What follows belongs to an exercise in optimizing a design on an open flow for small area; a production flow would make more cautious choices.
Only the layout flow was run in this run; the RTL was not checked for function there.

--- design/flow/design.v ---
module fu_cfg_sequencer #(
  parameter int CONFIG_ALL = 64,
  parameter int DEPTH      = 16,
  parameter int REP_W      = 8,
  parameter int LOOP_W     = 8,
  localparam int AW        = $clog2(DEPTH)
) (
  input  logic                  clk,
  input  logic                  rst,
  input  logic                  prog_we,
  input  logic [AW-1:0]         prog_addr,
  input  logic [CONFIG_ALL-1:0] prog_cfg,
  input  logic [REP_W-1:0]      prog_rep,
  input  logic                  start,
  input  logic [AW:0]           num_instr,
  input  logic [LOOP_W-1:0]     loop_cnt,
  input  logic                  stall,
  input  logic                  abort,
  output logic [CONFIG_ALL-1:0] config_o,
  output logic                  config_valid_o,
  output logic [AW-1:0]         pc_o,
  output logic                  busy_o,
  output logic                  done_o
);
  typedef enum logic [1:0] {
    ST_IDLE   = 2'd0,
    ST_RUN    = 2'd1,
    ST_FINISH = 2'd2
  } state_t;
  localparam logic [AW:0] MAX_INSTR = (AW+1)'(DEPTH);
  logic [CONFIG_ALL-1:0] mem_cfg [DEPTH];
  logic [REP_W-1:0]      mem_rep [DEPTH];
  state_t                state_q, state_d;
  logic [AW-1:0]         pc_q, pc_d;
  logic [AW-1:0]         last_q, last_d;
  logic [REP_W-1:0]      rep_q, rep_d;
  logic [LOOP_W-1:0]     loops_q, loops_d;
  logic [CONFIG_ALL-1:0] cfg_q, cfg_d;
  logic                  num_ok;
  logic [AW:0]           num_m1;
  logic [AW-1:0]         pc_inc;
  assign num_ok = (num_instr != '0) && (num_instr <= MAX_INSTR);
  assign num_m1 = num_instr - 1'b1;
  assign pc_inc = pc_q + 1'b1;
  always_ff @(posedge clk or posedge rst) begin
    if (rst) begin
      for (int i = 0; i < DEPTH; i++) begin
        mem_cfg[i] <= '0;
        mem_rep[i] <= '0;
      end
    end else if (prog_we && state_q == ST_IDLE) begin
      mem_cfg[prog_addr] <= prog_cfg;
      mem_rep[prog_addr] <= prog_rep;
    end
  end
  always_ff @(posedge clk or posedge rst) begin
    if (rst) begin
      state_q <= ST_IDLE;
      pc_q    <= '0;
      last_q  <= '0;
      rep_q   <= '0;
      loops_q <= '0;
      cfg_q   <= '0;
    end else begin
      state_q <= state_d;
      pc_q    <= pc_d;
      last_q  <= last_d;
      rep_q   <= rep_d;
      loops_q <= loops_d;
      cfg_q   <= cfg_d;
    end
  end
  always_comb begin
    state_d = state_q;
    pc_d    = pc_q;
    last_d  = last_q;
    rep_d   = rep_q;
    loops_d = loops_q;
    cfg_d   = cfg_q;
    case (state_q)
      ST_IDLE: begin
        if (start && !prog_we && num_ok) begin
          state_d = ST_RUN;
          last_d  = num_m1[AW-1:0];
          loops_d = loop_cnt;
          pc_d    = '0;
          rep_d   = mem_rep[0];
          cfg_d   = mem_cfg[0];
        end
      end
      ST_RUN: begin
        if (abort) begin
          state_d = ST_IDLE;
        end else if (!stall) begin
          if (rep_q != '0) begin
            rep_d = rep_q - 1'b1;
          end else if (pc_q != last_q) begin
            pc_d  = pc_inc;
            rep_d = mem_rep[pc_inc];
            cfg_d = mem_cfg[pc_inc];
          end else if (loops_q != '0) begin
            loops_d = loops_q - 1'b1;
            pc_d    = '0;
            rep_d   = mem_rep[0];
            cfg_d   = mem_cfg[0];
          end else begin
            state_d = ST_FINISH;
          end
        end
      end
      ST_FINISH: begin
        state_d = ST_IDLE;
      end
      default: begin
        state_d = ST_IDLE;
      end
    endcase
  end
  assign config_o       = cfg_q;
  assign pc_o           = pc_q;
  assign config_valid_o = (state_q == ST_RUN) && !stall;
  assign busy_o         = (state_q != ST_IDLE);
  assign done_o         = (state_q == ST_FINISH);
endmodule
--- design/flow/run.sh ---
#!/bin/bash
# synth_recipe.tcl (not shown) runs the flow's synth.tcl, then flattens the netlist and writes it again
# the make line also repeats each setting of config.mk as NAME=value (left out here)
make -C /OpenROAD-flow-scripts/flow DESIGN_CONFIG=/design/flow/config.mk WORK_HOME=/design/flow/orfs CLKGATE_MAP_FILE= SYNTH_SCRIPT=/design/flow/synth_recipe.tcl finish
--- design/flow/config.mk ---
export PLATFORM = sky130hd
export DESIGN_NAME = fu_cfg_sequencer
export DESIGN_NICKNAME = fu_cfg_sequencer
export VERILOG_FILES = /design/flow/design.v
export SDC_FILE = /design/flow/constraint.sdc
export NUM_CORES = 4
export LEC_CHECK = 0
export CAP_MARGIN = 20
export CORE_MARGIN = 2
export CORE_UTILIZATION = 40
export SLEW_MARGIN = 20
--- design/flow/constraint.sdc ---
create_clock -name core_clock -period 5.0 [get_ports {clk}]
set_input_delay 1.0000 -clock core_clock [delete_from_list [all_inputs] [get_ports {clk}]]
set_output_delay 1.0000 -clock core_clock [all_outputs]
set_load 0.01 [all_outputs]
==> impl_metrics.toml <==
[status]
status = "no timing/DRC/antenna violations"

[yosys]
synth-seq-cells = 1242
synth.area.mux_share_pct = 23.6
async_flop_share_pct = 100
synth.yosys.seq_area_share_pct = 56.1
synth_compound_area_share_pct = 11.8
synth_cells = 4230
synth_area_sq_mm = 0.0554
synth_flop_cell = "dfrtp_1"
syn_nets = 4334
ys_types = 79
yosys.area_share.simple_pct = 5.13
synth-xor-area-share_pct = 0.126
synth_top_family_by_area = "multiplexers"
synthAdderAreaFrac_pct = 0.203
synth_edf_count = 0
avgSynthCellArea_sq_um = 13.1
yosysWarnings = 3

[setup_path]
worst-setup-path-type = "reg2reg"
cp_max_fo = 20
max_stage_delay_ns = 0.96
crit_family = "compound AO/OA/AOI/OAI gates"
cpMostUsedCell = "buf_4"
cp.required_ns = 5.68
crit_arrival_ns = 4.86
cp_num_buf_inv = 2
slowest_stage = "a21o_2"
crit_chain = "buf_4 -> ha_2 -> nor2b_1 -> a21o_2 -> buf_4 -> a22o_1 -> a221oi_1 -> and3_1 -> a31oi_1"
worst_setup_path_end_kind = "flop"
startpoint_type = "flop"

[cts]
clkTransAtPathRegs_ns = 0.06
h-tree-depth = 4
cts_made_buffers = 135
hold_buffers = 0
cts_buffer_depth = 3
cts-resized-gates = 0
cts_tree = "built"
clock_latency_ns = 0.79
root_buffer = "clkbuf_16"
post_cts_buffers = 0
cts_sinks = 1242

[floorplan]
start_util_pct = 40.3
row_count = 136
coreArea_sq_mm = 0.137
dieArea_sq_mm = 0.142
pin_count = 166
die_w_microns = 376
die_y_microns = 376

[sta]
setup_ws_ns = 0.827
rsz0062_at_grt = "false"
holdWs_ns = 0.481
setup_viol = 0
tns_ns = 0
hold_violations = 0
slew_viol_final = 0
min_period_over_period_pct = 83.5
fin_crit_ns = 4.17
fmax_mhz = 240
worst_pin_slew_ns = 1.21
fin_skew_ns = 0.0293
slew_headroom_pct = 19.3

[finish]
postLayoutCoreUtil_pct = 46.9
final_common_cell = "dfrtp_1"
final_nets = 4446
drive_gt1_share_pct = 36.2
final_cell_mix = "dfrtp_1, mux2_2, a22oi_1"
stdcell_count = 6242
area_growth_syn_to_layout_pct = 16.3
final_cell_area_sq_mm = 0.0644

[global_route]
grt_pass1_vias = 39980
grt-ovfl-total = 0
grt_use_total_pct = 27.5
antenna_found_initial = 5
grt_pass1_wl_microns = 287000
grt_max_degree = 128

[routing]
drc = 0
drt_iter0_markers = 4861
dr.pass1.iters = 8
ant_nets = 0
wl_per_cell_microns = 31.4
num_vias = 39944
drt-total-wl_microns = 196000
via_per_inst = 6.40

[placed_design]
dp_hpwl_microns = 116000
gp_congestion = 0.897
dp_slack_ns = 0.644
dp.cells = 5999
io_buffers = 165
place_area_sq_mm = 0.0600

[pwr]
power_mw = 29.1
power_leakage_nw = 27.4
power_density_mw_per_mm2 = 451
ir_drop_mv = 0.316

[job]
maxCapViolCount = 0

[worst_hold_path]
hold_class = "reg2reg"
[kinds of logic (layout without fill, tap and decap cells)]
family          Yosys count  after routing
flops                  1242           1242
mux                    1164           1164
compound gates          845            845
other cells               0              2
simple gates            568            568
buf+inv                 394            610
fa+ha+maj                 9              9
xor+xnor                  8              8
[worst register-to-register path: cells and delay by family (launching register included)]
family | cells | cell delay, ns
simple gates | 2 | 1.11
buf+inv | 2 | 0.63
flops | 1 | 0.36
compound gates | 4 | 1.31
fa+ha+maj | 1 | 0.67
[worst paths after layout]
| check | start | to | slack, ns | cells after the start |
|---|---|---|---|---|
| setup / recovery | pc_q[0] | cfg_q[4] | 0.83 | 9 |
| hold / removal | mem_cfg[0][56] | mem_cfg[0][56] | 0.48 | 1 |
| setup reg to reg | pc_q[0] | cfg_q[4] | 0.83 | 9 |
| hold reg to reg | mem_cfg[0][56] | mem_cfg[0][56] | 0.48 | 1 |
| max in group asynchronous | rst | mem_cfg[4][39] | 3.08 | 5 |
| min in group asynchronous | rst | mem_cfg[2][61] | 1.02 | 3 |
[layout make-up]
type                    instances  area (sq um)
clock buffers                 204          3970
repair buffers                347          3630
fillers                     12229         73000
diodes                          2          5.00
flip-flops and latches       1242         31100
clock inverters                37           415
inverters                      22          86.3
well taps                    1794          2240
multi-input cells            2594         23000
[cells in the mapped netlist, types with 8 or more instances]
cell type / instances / share of area (%)
a2111oi_0: 29 / 0.46
a211oi_1: 22 / 0.30
a21o_1: 10 / 0.14
a21oi_1: 46 / 0.42
a221o_1: 13 / 0.23
a221oi_1: 49 / 0.77
a222oi_1: 128 / 2.3
a22o_1: 69 / 1.1
a22oi_1: 261 / 3.5
a32o_1: 11 / 0.20
a32oi_1: 11 / 0.17
and3_1: 21 / 0.24
buf_1: 17 / 0.12
buf_2: 91 / 0.82
clkbuf_1: 254 / 1.7
dfrtp_1: 1242 / 56
ha_1: 9 / 0.20
inv_1: 22 / 0.15
mux2_2: 1151 / 23
nand2_1: 188 / 1.3
nand3_1: 79 / 0.71
nand4_1: 72 / 0.81
nor2_1: 64 / 0.43
nor2b_1: 12 / 0.14
nor3_1: 55 / 0.50
nor3b_1: 10 / 0.14
nor4_1: 15 / 0.17
o21ai_0: 92 / 0.83
o21ai_1: 29 / 0.26
o22ai_1: 8 / 0.090
or3_1: 13 / 0.15
xnor2_1: 8 / 0.13
[power by group]
part           internal [mW]  total, mW  switching (mW)
clock network           5.68       9.94            4.26
logic                   2.70       4.67            1.98
registers               12.7       14.4            1.71
total                   21.1       29.1            7.94
[sequential cells by signal, summed over array words and instances, names as in the netlist]
register	flops
rep_q	8
state_q	2
mem_cfg	1024
mem_rep	128
loops_q	8
last_q	4
pc_q	4
cfg_q	64
[layer usage]
layer | GRT usage (%) | part of all wire [%] | vias up
met1 | 38.7 | 43 | 21438
met3 | 5.86 | 8.3 | 407
li1 | - | - | 16337
met4 | 9.63 | 3.5 | 2
met5 | 0 | 0.0066 | -
met2 | 42.1 | 45 | 1760

## separate check: timing with driven ports
No port has a modelled driver above. Below, the same layout with a new extraction and two added sets of constraints.
Step 1: set_driving_cell puts a clkbuf_16 on clk and a buf_2 on each other input, an assumption about the parent block.
Step 2 also shifts input and output timing later by t, the mid clock arrival at the registers, as if the neighbouring blocks saw the same clock.
a / b / c = no drivers / after step 1 / after step 2; a / b = the first two.
t (ns): 0.851
setup slack, ns: 0.827 / 0.827 / 0.569
hold WS [ns]: 0.481 / 0.481 / 0.481
worst slew at a driven data input, ns: 0.16
After both steps setup and hold are still met in this run. The setup slack of this run moves by 0.000 ns with the drivers and by -0.258 ns with both steps.
